From an optimization exercise on the open Yosys and OpenROAD flow, aimed at small area and a short achievable clock period; shortcuts taken in it are not production practice.
Only simulation tests tie the RTL to the original design; equivalence was not proved.

==> design/flow/design.v <==
package mdu_pkg;
  localparam int CNT_W = 4;
  localparam int MULT_CYCLES_DEF = 5;
  localparam int DIV_CYCLES_DEF = 10;
  localparam logic [3:0] MD_NOP   = 4'd0;
  localparam logic [3:0] MD_MULT  = 4'd1;
  localparam logic [3:0] MD_MULTU = 4'd2;
  localparam logic [3:0] MD_DIV   = 4'd3;
  localparam logic [3:0] MD_DIVU  = 4'd4;
  localparam logic [3:0] MD_MTHI  = 4'd5;
  localparam logic [3:0] MD_MTLO  = 4'd6;
  localparam logic [3:0] MD_MADD  = 4'd7;
  localparam logic [3:0] MD_MADDU = 4'd8;
  localparam logic [3:0] MD_MSUB  = 4'd9;
  localparam logic [3:0] MD_MSUBU = 4'd10;
endpackage
  function automatic logic is_madd_op(input logic [3:0] op);
    is_madd_op = 1'b0;
  endfunction
  function automatic logic is_mul_op(input logic [3:0] op);
    is_mul_op = op == mdu_pkg::MD_MULT || op == mdu_pkg::MD_MULTU || is_madd_op(op);
  endfunction
  function automatic logic is_div_op(input logic [3:0] op);
    is_div_op = op == mdu_pkg::MD_DIV || op == mdu_pkg::MD_DIVU;
  endfunction
  function automatic logic is_signed_op(input logic [3:0] op);
    is_signed_op = op == mdu_pkg::MD_MULT || op == mdu_pkg::MD_DIV ||
                   op == mdu_pkg::MD_MADD || op == mdu_pkg::MD_MSUB;
  endfunction
module md_rip #(
  parameter int N = 8
) (
  input  logic [N-1:0] x,
  input  logic [N-1:0] y,
  input  logic         ci,
  output logic [N-1:0] s,
  output logic         co
);
  logic [N:0] c;
  assign c[0] = ci;
  genvar j;
  generate
    for (j = 0; j < N; j++) begin : g_bit
      assign s[j]   = x[j] ^ y[j] ^ c[j];
      assign c[j+1] = (x[j] & y[j]) | (x[j] & c[j]) | (y[j] & c[j]);
    end
  endgenerate
  assign co = c[N];
endmodule
module md_add #(
  parameter int N = 35,
  parameter int L = 5
) (
  input  logic [N-1:0] x,
  input  logic [N-1:0] y,
  input  logic         ci,
  output logic [N-1:0] s
);
  localparam int K = (N + L - 1) / L;
  logic [K:0] c;
  assign c[0] = ci;
  genvar k, j;
  generate
    for (k = 0; k < K; k++) begin : g_seg
      localparam int LO = k * L;
      localparam int HI = ((k + 1) * L > N) ? N : (k + 1) * L;
      localparam int W = HI - LO;
      if (k == 0) begin : g_first
        md_rip #(.N(W)) u_rip (.x(x[HI-1:LO]), .y(y[HI-1:LO]), .ci(c[0]), .s(s[HI-1:LO]), .co(c[1]));
      end else begin : g_inc
        logic [W-1:0] s0;
        logic         c0;
        logic [W:0]   t;
        md_rip #(.N(W)) u_rip (.x(x[HI-1:LO]), .y(y[HI-1:LO]), .ci(1'b0), .s(s0), .co(c0));
        assign t[0] = 1'b1;
        for (j = 0; j < W; j++) begin : g_bit
          assign t[j+1]   = t[j] & s0[j];
          assign s[LO+j]  = s0[j] ^ (c[k] & t[j]);
        end
        assign c[k+1] = c0 | (c[k] & t[W]);
      end
    end
  endgenerate
endmodule
module md_row (
  input  logic [34:0] x,
  input  logic [32:0] b33,
  input  logic        nz,
  input  logic        m,
  input  logic        neg,
  output logic [34:0] s
);
  logic [34:0] sel;
  logic        s0, s1;
  assign s0  = nz & !m;
  assign s1  = nz & m;
  assign sel = ({{2{b33[32]}}, b33} & {35{s0}}) | ({b33[32], b33, 1'b0} & {35{s1}});
  md_add #(.N(35), .L(6)) u_add (.x(x), .y(sel ^ {35{neg}}), .ci(neg), .s(s));
endmodule
module md_stage #(
  parameter bit FIRST = 0
) (
  input  logic        mulm,
  input  logic        last,
  input  logic        bneg,
  input  logic        nbit,
  input  logic [2:0]  dig,
  input  logic [32:0] b33,
  input  logic [34:0] pin,
  output logic [34:0] s,
  output logic        q
);
  logic [34:0] x;
  logic        nz, m, neg;
  assign x   = FIRST ? pin : ({{2{pin[34]}}, pin[34:2]} & {35{mulm}}) | ({pin[33:0], nbit} & {35{!mulm}});
  assign nz  = mulm ? !(dig == 3'b000 || dig == 3'b111) : 1'b1;
  assign m   = mulm ? (dig == 3'b011 || dig == 3'b100) : FIRST & last;
  assign neg = mulm ? dig[2] : !pin[34] ^ bneg;
  md_row u_row (.x(x), .b33(b33), .nz(nz), .m(m), .neg(neg), .s(s));
  assign q = !s[34] ^ bneg;
endmodule
module md_unit #(
  parameter int MULT_CYCLES = mdu_pkg::MULT_CYCLES_DEF,
  parameter int DIV_CYCLES  = mdu_pkg::DIV_CYCLES_DEF
) (
  input  logic        clk,
  input  logic        reset_n,
  input  logic        start,
  input  logic [3:0]  op,
  input  logic [31:0] a,
  input  logic [31:0] b,
  output logic        busy,
  output logic [31:0] hi,
  output logic [31:0] lo
);
  function automatic logic is_madd_op(input logic [3:0] op);
    is_madd_op = 1'b0;
  endfunction
  function automatic logic is_mul_op(input logic [3:0] op);
    is_mul_op = op == mdu_pkg::MD_MULT || op == mdu_pkg::MD_MULTU || is_madd_op(op);
  endfunction
  function automatic logic is_div_op(input logic [3:0] op);
    is_div_op = op == mdu_pkg::MD_DIV || op == mdu_pkg::MD_DIVU;
  endfunction
  function automatic logic is_signed_op(input logic [3:0] op);
    is_signed_op = op == mdu_pkg::MD_MULT || op == mdu_pkg::MD_DIV ||
                   op == mdu_pkg::MD_MADD || op == mdu_pkg::MD_MSUB;
  endfunction
  logic [mdu_pkg::CNT_W-1:0] cnt;
  logic        run;       
  logic        idle;
  logic        mulm;      
  logic        bneg;      
  logic        aneg;      
  logic [31:0] dreg;      
  logic [35:0] whi;       
  logic [31:0] wlo;       
  logic [2:0]  ext;       
  logic        mprev;     
  logic        last;
  logic        qneg;
  logic [32:0] b33;
  logic [34:0] s1, s2, s3, s4;
  logic [4:1]  q;
  logic [2:0]  dig1;
  logic        ctl_last;
  logic        rneg_fin;
  logic        c;
  logic        kill, h_a, h_mul, h_s1, h_whi, h_hold, l_a, l_hold;
  logic        inc;
  logic [31:0] lres;
  logic        dz;
  logic        commit;
  logic        go;
  logic        sel_mthi, sel_mtlo;
  assign run  = !idle;
  assign last = cnt == mdu_pkg::CNT_W'(1);
  assign qneg = aneg ^ bneg;
  assign b33  = {bneg, dreg};
  assign ctl_last = last;
  assign dig1 = (mulm & last) ? {aneg, aneg, mprev} : {wlo[1], wlo[0], mprev};
  md_stage #(.FIRST(1)) u_st1 (.mulm(mulm), .last(ctl_last), .bneg(bneg),
    .nbit(1'b0), .dig(dig1), .b33(b33), .pin({whi[35], whi[35:2]}), .s(s1), .q(q[1]));
  md_stage #(.FIRST(0)) u_st2 (.mulm(mulm), .last(ctl_last), .bneg(bneg),
    .nbit(ext[2]), .dig(wlo[3:1]), .b33(b33), .pin(s1), .s(s2), .q(q[2]));
  md_stage #(.FIRST(0)) u_st3 (.mulm(mulm), .last(ctl_last), .bneg(bneg),
    .nbit(ext[1]), .dig(wlo[5:3]), .b33(b33), .pin(s2), .s(s3), .q(q[3]));
  md_stage #(.FIRST(0)) u_st4 (.mulm(mulm), .last(ctl_last), .bneg(bneg),
    .nbit(ext[0]), .dig(wlo[7:5]), .b33(b33), .pin(s3), .s(s4), .q(q[4]));
  assign rneg_fin = whi[35];
  assign c    = rneg_fin ? s1[34:1] == 34'd0 : whi[35:3] == 33'd0;
  assign inc  = !mulm & (qneg ^ (aneg & c));
  assign lres = wlo + {31'd0, inc};
  assign kill     = aneg & c;
  assign h_a      = sel_mthi;
  assign h_mul    = commit & mulm;
  assign h_s1     = commit & !mulm & (rneg_fin ^ aneg) & !kill;
  assign h_whi    = commit & !mulm & !(rneg_fin ^ aneg) & !kill;
  assign h_hold   = !sel_mthi & !commit;
  assign l_a      = sel_mtlo;
  assign l_hold   = !sel_mtlo & !commit;
  assign dz   = dreg == 32'd0;
  assign commit = run & last & (mulm | !dz);
  assign go = start & !run;
  assign sel_mthi = go && op == mdu_pkg::MD_MTHI;
  assign sel_mtlo = go && op == mdu_pkg::MD_MTLO;
  always_ff @(posedge clk or negedge reset_n) begin
    if (!reset_n) begin
      cnt  <= '0;
      busy <= 1'b0;
      idle <= 1'b1;
      hi   <= '0;
      lo   <= '0;
    end else begin
      if (run) begin
        cnt <= cnt - mdu_pkg::CNT_W'(1);
        if (last) begin
          busy <= 1'b0;
          idle <= 1'b1;
        end
      end else if (start && (is_mul_op(op) || is_div_op(op))) begin
        cnt  <= (op[1] ^ op[0]) ? mdu_pkg::CNT_W'(MULT_CYCLES) : mdu_pkg::CNT_W'(DIV_CYCLES);
        busy <= 1'b1;
        idle <= 1'b0;
      end
      hi <= (a & {32{h_a}}) | (s1[31:0] & {32{h_mul}}) | (s1[32:1] & {32{h_s1}}) |
            (whi[34:3] & {32{h_whi}}) | (hi & {32{h_hold}});
      lo <= (a & {32{l_a}}) | (lres & {32{commit}}) | (lo & {32{l_hold}});
    end
  end
  always_ff @(posedge clk) begin
    if (!run) begin
      mulm  <= op[1] ^ op[0];
      bneg  <= op[0] & b[31];
      aneg  <= op[0] & a[31];
      dreg  <= b;
      whi   <= {36{op[1] & op[0] & a[31]}};
      wlo   <= a;
      mprev <= 1'b0;
    end else begin
      whi   <= mulm ? {s4[34], s4} : {s4[32:0], wlo[31], 2'b00};
      wlo   <= mulm ? {s4[1:0], s3[1:0], s2[1:0], s1[1:0], wlo[31:8]}
                    : {wlo[27:0], q[1], q[2], q[3], q[4]};
      mprev <= wlo[7];
    end
    ext <= run ? wlo[30:28] : {3{op[1] & op[0] & a[31]}};
  end
endmodule
==> design/flow/flow/run.sh <==
#!/bin/bash
# Standard layout, with plain buffers on the ports; timing repair also works on paths with less
# than 98.8 ns of slack (the input port paths), which set the achieved period.
set -euo pipefail
bash standard.sh BUFFER_PORTS_ARGS="-buffer_cell sky130_fd_sc_hd__buf_1" SETUP_SLACK_MARGIN=98.8 CTS_ARGS="-sink_clustering_enable -repair_clock_nets -dont_use_dummy_load -root_buf sky130_fd_sc_hd__clkbuf_16 -buf_list {sky130_fd_sc_hd__clkbuf_8 sky130_fd_sc_hd__clkbuf_16}" finish > make_finish.log 2>&1
==> design/flow/standard.sh <==
#!/bin/bash
# synth_recipe.tcl (not shown) runs the flow's synth.tcl, then flattens the netlist and writes it again
# the make line also repeats each setting of config.mk as NAME=value (left out here)
make -C /OpenROAD-flow-scripts/flow DESIGN_CONFIG=/design/flow/config.mk WORK_HOME=/design/flow/orfs CLKGATE_MAP_FILE= SYNTH_SCRIPT=/design/flow/synth_recipe.tcl "${@:-finish}"
==> design/flow/config.mk <==
export PLATFORM = sky130hd
export DESIGN_NAME = md_unit
export DESIGN_NICKNAME = md_unit
export VERILOG_FILES = /design/flow/design.v
export SDC_FILE = /design/flow/constraint.sdc
export NUM_CORES = 4
export LEC_CHECK = 0
export ABC_AREA = 1
export CAP_MARGIN = 20
export CORE_MARGIN = 2
export CORE_UTILIZATION = 40
export GPL_TIMING_DRIVEN = 0
export SLEW_MARGIN = 20
==> design/flow/constraint.sdc <==
create_clock -name core_clock -period 125.0 [get_ports {clk}]
set_input_delay 25.0000 -clock core_clock [delete_from_list [all_inputs] [get_ports {clk}]]
set_output_delay 25.0000 -clock core_clock [all_outputs]
set_load 0.01 [all_outputs]
==> flow_metrics.tcl, run 1 <==
set metrics [dict create \
    dieWidth_um 209 \
    io_buffers 135 \
    worst-path-buf-inv 4 \
    pin_count 136 \
    post-place-cells 2919 \
    postCtsHoldBufs 0 \
    cpLargestDelayFamily "compound AO/OA/AOI/OAI gates" \
    wl_per_cell_um 25.3 \
    cts-root-buf "clkbuf_16" \
    n_antenna_cell 0 \
    yosysMostFrequentCell "nand2_1" \
    drt_iter0_drc 1847 \
    nNetsFinal 2637 \
    crit_slowest_cell "a21oi_2" \
    arrival_ns 26.57 \
    hold_viol_final 0 \
    cts_tree "built" \
    initial_core_util_pct 40.7 \
    dp_hpwl_um 59900 \
    finalMaxSlewViolations 0 \
    via_per_inst 5.91 \
    worstPathRequired_ns 125.36 \
    cts_inserted_buffers 17 \
    post-route-period-util_pct 21.0 \
    finalSetupTns_ns 0 \
    critical_path_class "in -> reg" \
    cts_htree_levels 4 \
    grt_usage_pct 34.2 \
    finalNonFillerCells 2936 \
    crit_path_end_kind "flip-flop" \
    drc 0 \
    cts_setup_buffers 0 \
    holdWs_ns 0.480 \
    placed_area_um2 18000 \
    clk_pin_slew_worst_paths_ns 0.07 \
    synthDominantCellAreaShare_pct 13.4 \
    status "no timing/DRC/antenna violations" \
    yosys_warnings 1 \
    drive_gt1_share_pct 4.91 \
    die_h_um 209 \
    ys_top_cells_by_count "nand2_1, inv_1, o21ai_0, o22ai_1, nor2_1" \
    gp_congestion 0.981 \
    max_freq_mhz 38.2 \
    overflow 0 \
    synth_cell_types 50 \
    max_stage_delay_ns 0.38 \
    start_kind "input pin" \
    grt_start_max_net_pins 37 \
    cts.sinks 175 \
    detail-route-antenna-nets 0 \
    worstPathMaxFanout 10 \
    ys_ff_latch 175 \
    slew_headroom_pct 33.0 \
    synthTopCellsByArea "fa_1, nand2_1, dfrtp_1" \
    yosysTopAreaCell "fa_1" \
    rows 74 \
    hp-class "reg -> reg" \
    drt_pass1_iterations 10 \
    cts_buffer_depth 2 \
    synth_ff_type "dfxtp_1" \
    async_flop_share_pct 40.0 \
    yosysSeqAreaShare_pct 25.1 \
    finalInstanceArea_um2 18600 \
    syn-num-nets 2481 \
    max-cap-violations 0 \
    core-area_um2 41100 \
    tightest_slew_ns 1.00 \
    grt_pass1_vias 16800 \
    grt_pass1_wl_um 108000 \
    rsz0062_at_grt "no" \
    setup_viol 0 \
    crit_chain "buf_1 -> inv_2 -> ha_2 -> inv_1 -> nor2_1 -> nand2_4 -> clkbuf_4 -> o221ai_1 -> a21oi_2 -> nand2_1" \
    routed_wl_um 74100 \
    fin_crit_ns 26.21 \
    fp.dieArea_um2 43500 \
    skew_ns 0.0322 \
    synthToLayoutAreaGrowth_pct 11.0 \
    syn_avg_cell_area_um2 7.44 \
    synthCells 2250 \
    vias 17300 \
    clkLatencyLatePin_ns 0.51 \
    synth_edf_count 35 \
    antenna_found_initial 0 \
    synth_area_um2 16700 \
    ctsResizeCount 26 \
]
## cells in the final DEF (no fill, tap or decap), types with 7 or more instances in the layout
master,count
xor2_1,87
nor3_1,19
ha_1,47
o211ai_1,28
o21ai_0,207
o221ai_1,17
a22oi_1,17
clkbuf_2,11
nand4_1,34
buf_1,140
nand3_1,112
nand2_2,15
xnor2_1,89
clkbuf_1,79
fa_1,112
edfxtp_1,35
nand2_1,464
dfrtp_1,69
clkinv_1,34
dfxtp_1,70
nor2_1,116
inv_1,258
a21oi_1,69
nor4_1,21
clkbuf_16,17
a21oi_2,7
nand3_2,8
o22ai_1,134
buf_2,8
## cell type report
cell class	count	area [µm²]
Sequential cell	175	4210
Timing Repair Buffer	137	552
Clock buffer	17	425
Tap cell	532	666
Inverter	295	1110
Multi-Input combinational cell	1664	11100
Buffer	116	524
Fill cell	4262	22500
## worst min-delay path, stage by stage, from the launching register on
cell,delay (ns)
dfrtp_1,0.34
nand2_1,0.05
nand2_1,0.06
## per-layer routing
metal  global-route usage (%)  share of wire [%]  vias to the layer above
li1                         -                  -                     7840
met4                     18.8                6.2                        0
met3                     6.64                8.2                      229
met2                     56.0                 46                      910
met5                        0                  0                        -
met1                     42.3                 40                     8370
## kinds of logic after synthesis
| logic type | Yosys count | share of synthesized area, % |
|---|---|---|
| buffers and inverters | 411 | 9.41 |
| AOI/OAI and AO/OA | 511 | 18.1 |
| DFF | 175 | 25.1 |
| muxes | 1 | 0.0598 |
| and+or+nand+nor | 815 | 21.1 |
| adders and majority gates | 160 | 17.0 |
| xor gates and xnor gates | 177 | 9.26 |
## final timing paths
path                                  start                to  slack, ns  cells past startpoint
setup reg to reg             mulm$_DFFE_PP_    wlo[0]$_DFF_P_     100.47                    132
setup / recovery                      op[1]  hi[27]$_DFF_PN0_      98.79                     10
hold / removal             hi[22]$_DFF_PN0_  hi[22]$_DFF_PN0_       0.48                      2
max in group asynchronous           reset_n   lo[1]$_DFF_PN0_     100.01                      2
min in group asynchronous           reset_n  lo[27]$_DFF_PN0_      24.44                      1
hold reg to reg            hi[22]$_DFF_PN0_  hi[22]$_DFF_PN0_       0.48                      2
## stage by stage
stage	utilization (%)	worst slack [ns]
2_1_floorplan	-	98.79
3_3_place_gp	43.7	96.13
3_5_place_dp	43.8	97.58
4_1_cts	45.0	98.80
5_1_grt	45.2	98.80
6_report	45.2	98.79
## flip-flops by register name (all words and copies together) (netlist names)
register / cells
cnt: 4
hi: 32
idle: 1
ext: 3
busy: 1
aneg: 1
whi: 34
lo: 32
dreg: 32
wlo: 32
mulm: 1
bneg: 1
mprev: 1
==> run 2: changes to the inputs <==
--- a/design/flow/config.mk
+++ b/design/flow/config.mk
@@ -10,4 +10,3 @@
 export CORE_MARGIN = 2
 export CORE_UTILIZATION = 40
-export GPL_TIMING_DRIVEN = 0
 export SLEW_MARGIN = 20
==> run 2 against run 1 <==
  * Still clean on timing, DRC and antenna
  * Critical path depth fell by 9
  * Global-route usage decreased by 6.4 points
==> flow_metrics.tcl, run 2 <==
set metrics [dict create \
    crit_path_end_kind "output port" \
    worst-path-buf-inv 1 \
    routed_wl_um 60200 \
    antenna_found_initial 0 \
    ys_ff_latch 175 \
    yosysTopAreaCell "fa_1" \
    grt_pass1_wl_um 93200 \
    max-cap-violations 0 \
    largest_reg_flops 34 \
    initial_core_util_pct 40.7 \
    start_kind "flip-flop" \
    max_freq_mhz 38.3 \
    die_h_um 209 \
    synthCells 2250 \
    clk_pin_slew_worst_paths_ns 0.07 \
    dp_hpwl_um 46300 \
    yosysSeqAreaShare_pct 25.1 \
    worst-r2r-setup-slack_ns 100.97 \
    cts_buffer_depth 2 \
    cts.sinks 175 \
    cp-startpoint "hi[27]$_DFF_PN0_" \
    synth_cell_types 50 \
    max_stage_delay_ns 0.48 \
    synth_edf_count 35 \
    fillCellCount 4284 \
    grt_start_max_net_pins 116 \
    clkLatencyLatePin_ns 0.48 \
    detail-route-antenna-nets 0 \
    finalSetupTns_ns 0 \
    synthDominantCellAreaShare_pct 13.4 \
    synth_area_um2 16700 \
    slew_headroom_pct 34.6 \
    drt_iter0_drc 1426 \
    arrival_ns 1.14 \
    cts_inserted_buffers 17 \
    finalNonFillerCells 2851 \
    setup_viol 0 \
    ys_top_cells_by_count "nand2_1, inv_1, o21ai_0, o22ai_1, nor2_1" \
    synthTopCellsByArea "fa_1, nand2_1, dfrtp_1" \
    dieWidth_um 209 \
    synth_ff_type "dfxtp_1" \
    finalMaxSlewViolations 0 \
    io_buffers 135 \
    layout_commonest_cell "nand2_1" \
    fin_crit_ns 26.14 \
    holdWs_ns 0.482 \
    crit_chain "buf_1" \
    cts_tree "built" \
    grt_pass1_vias 15400 \
    core-area_um2 41100 \
    gp_congestion 0.947 \
    nNetsFinal 2552 \
    worstPathMaxFanout 2 \
    overflow 0 \
    worstPathRequired_ns 100.00 \
    drt_pass1_iterations 7 \
    cts-root-buf "clkbuf_16" \
    synthToLayoutAreaGrowth_pct 9.34 \
    async_flop_share_pct 40.0 \
    status "no timing/DRC/antenna violations" \
    final_cell_mix "nand2_1, inv_1, o21ai_0" \
    skew_ns 0.0374 \
    grt_usage_pct 27.8 \
    reg2reg_from "cnt[1]$_DFFE_PN0P_" \
    postCtsHoldBufs 0 \
    top_register "whi" \
    critical_path_class "reg -> out" \
    min_from "lo[0]$_DFF_PN0_" \
    yosysMostFrequentCell "nand2_1" \
    syn_avg_cell_area_um2 7.44 \
    wl_per_cell_um 21.1 \
    post-place-cells 2824 \
    cts_htree_levels 4 \
    cpLargestDelayFamily "flip-flops" \
    hold_viol_final 0 \
    hp-class "reg -> reg" \
    pin_count 136 \
    via_per_inst 5.66 \
    tightest_slew_ns 0.981 \
    yosys_warnings 1 \
    drc 0 \
    post-route-period-util_pct 20.9 \
    drive_gt1_share_pct 4.83 \
    crit_slowest_cell "dfrtp_1" \
    rows 74 \
    rsz0062_at_grt "no" \
    n_antenna_cell 0 \
    syn-num-nets 2481 \
    vias 16100 \
    fp.dieArea_um2 43500 \
]
run 2: cell counts after synthesis:
No cell type changed its count.
run 2: path summary, 6_finish.rpt:
path | endpoint | cells after the start
worst max-delay path | hi[27] | 1
min in group asynchronous | cnt[3]$_DFFE_PN0P_ | 1
worst min-delay path | lo[0]$_DFF_PN0_ | 2
max in group asynchronous | hi[10]$_DFF_PN0_ | 1
worst min register to register | lo[0]$_DFF_PN0_ | 2
worst max register to register | wlo[0]$_DFF_P_ | 136
run 2: final cells by class:
type | instances | area [µm²] | share of cell area, %
clock buffer | 17 | 425 | 2.32
inverter | 295 | 1130 | 6.18
multi-input combinational | 1666 | 11100 | 60.5
sequential | 175 | 4210 | 23.0
tap | 532 | 666 | 3.64
timing repair buffer | 165 | 798 | 4.36
timing repair inverter | 1 | 7.51 | 0.0410
run 2: timing repair:
item                       4_1_cts  5_1_grt
cloned                           3        0
pin swaps                        3        1
setup buffers                    4        3
setup endpoints to repair       63       66
resized for setup                7       23
run 2: kinds of logic (layout without fill, tap and decap cells):
| kind of cell | count (synthesis) | in the layout | share of synthesized area (%) |
|---|---|---|---|
| AND/OR/NAND/NOR | 815 | 817 | 21.1 |
| AO/OA/AOI/OAI | 511 | 511 | 18.1 |
| buffers and inverters | 411 | 478 | 9.41 |
| XOR/XNOR | 177 | 177 | 9.26 |
| flip-flops | 175 | 175 | 25.1 |
| adder cells (fa/ha/maj) | 160 | 160 | 17.0 |
| multiplexers | 1 | 1 | 0.0598 |
run 2: metal layers:
| metal | up-vias | global-route usage, % | share of wire [%] |
|---|---|---|---|
| li1 | 7684 | - | - |
| met4 | 0 | 8.15 | 2.7 |
| met2 | 552 | 44.7 | 46 |
| met5 | - | 0 | 0 |
| met3 | 64 | 4.11 | 6.4 |
| met1 | 7835 | 38.8 | 45 |
run 2: per-stage QoR:
step | instance area (µm²) | setup slack [ns] | utilization [%]
final | 18300 | 98.86 | 44.5
after global routing | 18300 | 98.73 | 44.5
after CTS | 18200 | 98.77 | 44.2
after detailed placement | 17700 | 97.84 | 43.0
after global placement | 17700 | 97.89 | 43.0
after floorplan | 16800 | 98.79 | -

==> re-timing with driven ports <==
No port has a modelled driver above. Below, the same layouts with a new extraction and two added sets of constraints. Step 1: set_driving_cell puts a clkbuf_16 on clk and a buf_2 on each other input, an assumption about the parent block. Step 2 times the ports against the registers' clock, not the clock port: input delays grow and output delays shrink by t, the midpoint of the rising clock arrivals with the driver on. Slacks: ideal ports / drivers / drivers and shift; pairs: ideal ports / drivers.
run	shift t [ns]	setup slack, ns	latest minus earliest clock arrival (ns)
run 1	0.546	98.795 / 98.819 / 98.274	0.032 / 0.032
run 2	0.516	98.863 / 98.806 / 98.409	0.037 / 0.038
After both steps every run listed still meets setup and hold. For run 1, which loses most, drivers alone change the setup slack by +0.024 ns; drivers and shift together by -0.521 ns.
